This design comes from an exercise in tuning for a short achievable clock period and few clock cycles on the open sky130 flow, not from production work.
Where RTL was checked, it was by simulation tests only, not by an equivalence proof against the original.
The clock port is modelled as an ideal driver, which makes a skipped or thinned clock tree look cheaper than it is; a real chip needs a root buffer or a tree.
Power figures rest on the tool's default switching activity, not on a simulated workload.

run a:
==> flow/design.v (excerpt) <==
module circuit_layout_top (
	input  logic         clk,
	input  logic         rst,
	input  logic         elem_req,
	input  logic [31:0]  elem_rec,
	output logic         elem_ack,
	input  logic         run_req,
	output logic         run_ack,
	output logic         cmd_req,
	output logic [46:0]  cmd,
	input  logic         cmd_ack
);
Settings: LEC_CHECK=0, ABC_CLOCK_PERIOD_IN_PS=2000, CAP_MARGIN=20, CORE_MARGIN=2, CORE_UTILIZATION=50, SETUP_SLACK_MARGIN=3.0, SLEW_MARGIN=20, TNS_END_PERCENT=100; clock period 5.0 ns.
standard.sh (not shown) runs the stock make flow with config.mk's settings and CLKGATE_MAP_FILE= SYNTH_SCRIPT=/design/flow/synth_recipe.tcl, a recipe that flattens the netlist after the stock synthesis.
==> flow/flow/run.sh <==
#!/bin/bash
# ORFS's standard flow with its clock tree step replaced by flow/mytree.tcl.
set -euo pipefail
bash standard.sh PRE_CTS_TCL="$PWD/flow/pre_cts.tcl" finish > standard_flow.log 2>&1
Other scripts of this flow, unchanged in this note and not shown: flow/flow/mytree.tcl, flow/flow/pre_cts.tcl
### run a -> run b
diff --git a/flow/design.v b/flow/design.v
--- a/flow/design.v
+++ b/flow/design.v
@@ -574,34 +574,31 @@
 	logic [9:0] d_sl, d_dl;
 	logic cr;
 	logic ra;
 	logic started;
 	logic done;
 	logic cmd_valid;
 	logic cmd_last;
 	logic step;
 	logic has;
 	logic issue;
-	logic ld_want;
-	logic okq;
-	logic phase_nx;
-	logic settled_nx;
+	logic ld_try;
+	logic ld_ok;
 	logic last_e;
 	logic track;
 	logic track_q;
 	logic dstep;
 	logic [46:0] nx;
 	assign has = neth[0];
 	assign issue = !cr && !cmd_ack && run_req && !ra && !done && has && cmd_valid;
-	assign ld_want = (cr && cmd_ack) || !cmd_valid;
-	assign phase_nx = !started ? !th[1] : (phase || (step && !phase && !ts[0]));
-	assign settled_nx = !st_q && (settled || settle == 3'd5);
+	assign ld_try = started && ((cr && cmd_ack) || !cmd_valid) && !cmd_last;
+	assign ld_ok = !phase || settled;
 	assign last_e = !(|(peoh & neth));
 	assign track = !started || !phase || (eoh[0] && sub == 2'd0);
 	assign dstep = step && phase && sub == 2'd2;
 	always_comb begin
 		if (!started) begin
 			nx = {(deg2[0] ? circuit_layout_pkg::CMD_LINE_FILLED : circuit_layout_pkg::CMD_LINE_DASHED),
 				9'd1, 10'((640 - 2 * 20)), r0, 10'(20)};
 		end else if (!phase) begin
 			nx = {(fs[0] ? circuit_layout_pkg::CMD_LINE_FILLED : circuit_layout_pkg::CMD_LINE_DASHED),
 				9'd1, 10'((640 - 2 * 20)), y, 10'(20)};
@@ -616,21 +613,20 @@
 	always_ff @(posedge clk) begin
 		if (rst) begin
 			cmd_req <= 1'b0;
 			run_ack <= 1'b0;
 			cr <= 1'b0;
 			ra <= 1'b0;
 			started <= 1'b0;
 			done <= 1'b0;
 			cmd_valid <= 1'b0;
 			step <= 1'b0;
-			okq <= 1'b0;
 		end else begin
 			cr <= cr ? !cmd_ack : issue;
 			cmd_req <= cmd_req ? !cmd_ack : issue;
 			if (issue) begin
 				started <= 1'b1;
 				if (cmd_last) begin
 					done <= 1'b1;
 				end
 			end
 			if (run_ack) begin
@@ -643,33 +639,31 @@
 			if (ra) begin
 				if (!run_req) begin
 					ra <= 1'b0;
 				end
 			end else if (run_req && !cr && !cmd_ack && (done || !has)) begin
 				ra <= 1'b1;
 				done <= 1'b0;
 				started <= 1'b0;
 			end
 			step <= 1'b0;
-			okq <= (started && !cmd_last) && (!phase_nx || settled_nx);
 			if (!started) begin
 				cmd_valid <= 1'b1;
-				okq <= !phase_nx || settled_nx;
-			end else if (ld_want) begin
-				cmd_valid <= okq;
-				step <= okq;
+			end else if (ld_try) begin
+				cmd_valid <= ld_ok;
+				step <= ld_ok;
 			end
 		end
 	end
 	logic cmd_ld;
 	logic [46:0] cmd_hold;
-	assign cmd_ld = !started || (ld_want && okq);
+	assign cmd_ld = !started || (ld_try && ld_ok);
 	always_ff @(posedge clk) begin
 		cmd <= cmd_ld ? nx : cmd_hold;
 		if (cmd_ld) begin
 			cmd_last <= started && phase && (sub == 2'd2) && last_e;
 		end
 	end
 	always_ff @(posedge clk) begin
 		if (rst) begin
 			cmd_hold <= '0;
 		end else if (cmd_ld) begin
==> notes.md <==
- Going from run a to run b, sequential share of layout area increased by 0.23 points relative to the old numbers; met1 global-route usage dropped 0.23 points.
- Run a tops out at a lower clock frequency than run b.
- Run b vs. run a: total routing usage reported by global routing picked up an extra 0.69 points; power dissipated by switching net loads neither gained nor lost much; average detailed-routed wire length per instance picked up an extra about 2.7%; routed wire length picked up an extra 2.3%; share of the cycle needed by the critical path after routing lost 2.5 points.
- In the reports for run b and run a, the larger via count belongs to run b.
- Placed cell count for run b: 32 down relative to run a
- The average vias per placed instance in run b sits 1.1% above the value recorded for run a.
- Against run a, number of cells produced by synthesis in run b fell slightly.
- Of the two values seen for worst setup path endpoint, cmd[18] was produced by run a and r0[2]$_SDFFE_PP0P_ by run b.
- Between run b and run a, the difference in area of the core is negligible.
- Leakage power of the design, run b and run a: lower on run b
Testbench counts of run b, summed over its fixed seeds: cycles 13,860.
For run a, only the layout was checked, not whether the RTL still works. No run of this note takes its clock network from TritonCTS; it comes from the design's own scripts or RTL.

========
Another version of the RTL of circuit_layout_top (not shown whole).
Size: roughly 4100 cells after synthesis, ~1200 flip-flops, about 87 I/O pins, ~46000 µm² of cells after synthesis.
export LEC_CHECK = 0
export ABC_CLOCK_PERIOD_IN_PS = 2000
export CAP_MARGIN = 20
export CORE_MARGIN = 2
export CORE_UTILIZATION = 50
export SETUP_SLACK_MARGIN = 3.0
export SLEW_MARGIN = 20
export TNS_END_PERCENT = 100
create_clock -name core_clock -period 5.0 [get_ports {clk}]
Scripts as last shown in full above: flow/flow/run.sh
Other scripts of this flow, unchanged in this note and not shown: flow/flow/mytree.tcl, flow/flow/pre_cts.tcl
Edit:
--- a/flow/design.v
+++ b/flow/design.v
@@ -23,22 +23,20 @@
 	localparam int NN = 32;
 	logic [4:0] in_a;
 	logic [4:0] in_b;
 	logic [1:0] in_k;
 	assign in_a = elem_rec[31:27];
 	assign in_b = elem_rec[26:22];
 	assign in_k = elem_rec[21:20];
 	logic [NE-1:0] neth;
 	logic [NN-1:0] th;
 	logic [NN-1:0] th_nx;
-	logic [NN-1:0] th_r;
-	logic [NN-1:0] th_r_nx;
 	logic [NN-1:0] deg1;
 	logic [NN-1:0] deg2;
 	logic [NE-1:0][4:0] tab_a;
 	logic [NE-1:0][4:0] tab_b;
 	logic [NE-1:0][1:0] tab_k;
 	logic [NN-1:0] e0_oa;
 	logic [NN-1:0] e0_ob;
 	logic [2:0] settle;
 	logic settled;
 	logic [8:0] r0;
@@ -378,21 +376,20 @@
 		for (int n = 0; n < NN; n++) begin
 			tin_q[n] <= (in_a >= 5'(n)) | (in_b >= 5'(n));
 		end
 	end
 	always_comb begin
 		for (int n = 0; n < NN; n++) begin
 			hit_a[n] = (a_q == 5'(n));
 			hit_b[n] = (b_q == 5'(n));
 		end
 		th_nx = th | tin_q;
-		th_r_nx = (neth[0] ? th_r : '0) | tin_q;
 	end
 	always_ff @(posedge clk) begin
 		if (rst) begin
 			elem_ack <= 1'b0;
 			neth <= '0;
 			th <= '0;
 			deg1 <= '0;
 			deg2 <= '0;
 			settle <= '0;
 			st_q <= 1'b0;
@@ -400,35 +397,30 @@
 			r1 <= '0;
 		end else begin
 			elem_ack <= elem_req;
 			st_q <= store;
 			if (st_q) begin
 				settle <= '0;
 			end else if (!(settle[2] && settle[1])) begin
 				settle <= settle + 3'd1;
 			end
 			if (st_q) begin
-				r0 <= row0_fast({1'b0, th_r_nx});
-				r1 <= row1_fast({1'b0, th_r_nx});
+				r0 <= row0_fast({1'b0, th_nx});
+				r1 <= row1_fast({1'b0, th_nx});
 				neth <= {neth[NE-2:0], 1'b1};
 				th <= th_nx;
 				deg1 <= deg1 | hit_a | hit_b;
 				deg2 <= deg2 | (hit_a & hit_b) | (deg1 & (hit_a | hit_b));
 			end
 		end
 	end
 	always_ff @(posedge clk) begin
-		if (st_q) begin
-			th_r <= th_r_nx;
-		end
-	end
-	always_ff @(posedge clk) begin
 		if (st_q && !neth[0]) begin
 			e0_oa <= hit_a;
 			e0_ob <= hit_b;
 			tab_k[0] <= k_q;
 		end
 		for (int i = 1; i < NE; i++) begin
 			if (st_q && !neth[i] && neth[i - 1]) begin
 				tab_a[i] <= a_q;
 				tab_b[i] <= b_q;
 				tab_k[i] <= k_q;
@@ -583,31 +575,34 @@
 	logic [9:0] d_sl, d_dl;
 	logic cr;
 	logic ra;
 	logic started;
 	logic done;
 	logic cmd_valid;
 	logic cmd_last;
 	logic step;
 	logic has;
 	logic issue;
-	logic ld_try;
-	logic ld_ok;
+	logic ld_want;
+	logic okq;
+	logic phase_nx;
+	logic settled_nx;
 	logic last_e;
 	logic track;
 	logic track_q;
 	logic dstep;
 	logic [46:0] nx;
 	assign has = neth[0];
 	assign issue = !cr && !cmd_ack && run_req && !ra && !done && has && cmd_valid;
-	assign ld_try = started && ((cr && cmd_ack) || !cmd_valid) && !cmd_last;
-	assign ld_ok = !phase || settled;
+	assign ld_want = (cr && cmd_ack) || !cmd_valid;
+	assign phase_nx = !started ? !th[1] : (phase || (step && !phase && !ts[0]));
+	assign settled_nx = !st_q && (settled || settle == 3'd5);
 	assign last_e = !(|(peoh & neth));
 	assign track = !started || !phase || (eoh[0] && sub == 2'd0);
 	assign dstep = step && phase && sub == 2'd2;
 	always_comb begin
 		if (!started) begin
 			nx = {(deg2[0] ? circuit_layout_pkg::CMD_LINE_FILLED : circuit_layout_pkg::CMD_LINE_DASHED),
 				9'd1, 10'((640 - 2 * 20)), r0, 10'(20)};
 		end else if (!phase) begin
 			nx = {(fs[0] ? circuit_layout_pkg::CMD_LINE_FILLED : circuit_layout_pkg::CMD_LINE_DASHED),
 				9'd1, 10'((640 - 2 * 20)), y, 10'(20)};
@@ -622,20 +617,21 @@
 	always_ff @(posedge clk) begin
 		if (rst) begin
 			cmd_req <= 1'b0;
 			run_ack <= 1'b0;
 			cr <= 1'b0;
 			ra <= 1'b0;
 			started <= 1'b0;
 			done <= 1'b0;
 			cmd_valid <= 1'b0;
 			step <= 1'b0;
+			okq <= 1'b0;
 		end else begin
 			cr <= cr ? !cmd_ack : issue;
 			cmd_req <= cmd_req ? !cmd_ack : issue;
 			if (issue) begin
 				started <= 1'b1;
 				if (cmd_last) begin
 					done <= 1'b1;
 				end
 			end
 			if (run_ack) begin
@@ -648,31 +644,33 @@
 			if (ra) begin
 				if (!run_req) begin
 					ra <= 1'b0;
 				end
 			end else if (run_req && !cr && !cmd_ack && (done || !has)) begin
 				ra <= 1'b1;
 				done <= 1'b0;
 				started <= 1'b0;
 			end
 			step <= 1'b0;
+			okq <= (started && !cmd_last) && (!phase_nx || settled_nx);
 			if (!started) begin
 				cmd_valid <= 1'b1;
-			end else if (ld_try) begin
-				cmd_valid <= ld_ok;
-				step <= ld_ok;
+				okq <= !phase_nx || settled_nx;
+			end else if (ld_want) begin
+				cmd_valid <= okq;
+				step <= okq;
 			end
 		end
 	end
 	logic cmd_ld;
 	logic [46:0] cmd_hold;
-	assign cmd_ld = !started || (ld_try && ld_ok);
+	assign cmd_ld = !started || (ld_want && okq);
 	always_ff @(posedge clk) begin
 		cmd <= cmd_ld ? nx : cmd_hold;
 		if (cmd_ld) begin
 			cmd_last <= started && phase && (sub == 2'd2) && last_e;
 		end
 	end
 	always_ff @(posedge clk) begin
 		if (rst) begin
 			cmd_hold <= '0;
 		end else if (cmd_ld) begin
The new run completed with no timing, DRC or antenna violations.
Total power fell by a few percent.
Flip-flop and latch count goes down by 26.
Worst setup slack is better by 0.0034 ns.
Sequential share of layout area shrinks by 0.59 points.
Utilization barely changes.
Critical path depth is higher by 5.
Fmax stays flat.
No functional check of the RTL was part of any run of this note. No run of this note takes its clock network from TritonCTS; it comes from the design's own scripts or RTL.

separate check: timing with driven ports:
The results above use ideal ports. As a check the final layouts listed here were re-extracted and re-timed, cells and wires unchanged. Step 1 (the two cells are an assumption about what drives the block):
set clk [get_ports {clk}]
set_driving_cell -lib_cell sky130_fd_sc_hd__clkbuf_16 $clk
set_driving_cell -lib_cell sky130_fd_sc_hd__buf_2 [delete_from_list [all_inputs] $clk]
Step 2 moves the port delays by t, midway between the first and last clock arrival at a register: inputs arrive t later, outputs are due t later. That takes back most of the time a late clock gives input paths. a / b / c = ideal / step 1 / step 2; a / b = the first two.
| run | shift t [ns] | setup slack, ns | clock arrival spread, ns | cell pins on the clock port's net |
|---|---|---|---|---|
| run a | 0.668 | 2.877 / 2.724 / 2.542 | 0.096 / 0.096 | 4 |
| run b | 0.677 | 3.002 / 2.849 / 2.516 | 0.109 / 0.110 | 4 |
| the first run of note 2 | 0.675 | 2.915 / 2.753 / 2.487 | 0.083 / 0.083 | 4 |
| the second run of note 2 | 0.665 | 2.919 / 2.821 / 2.645 | 0.076 / 0.076 | 4 |
After both steps setup and hold are still met in every run listed. For run b, which loses most, drivers alone change the setup slack by -0.153 ns; drivers and shift together by -0.486 ns.
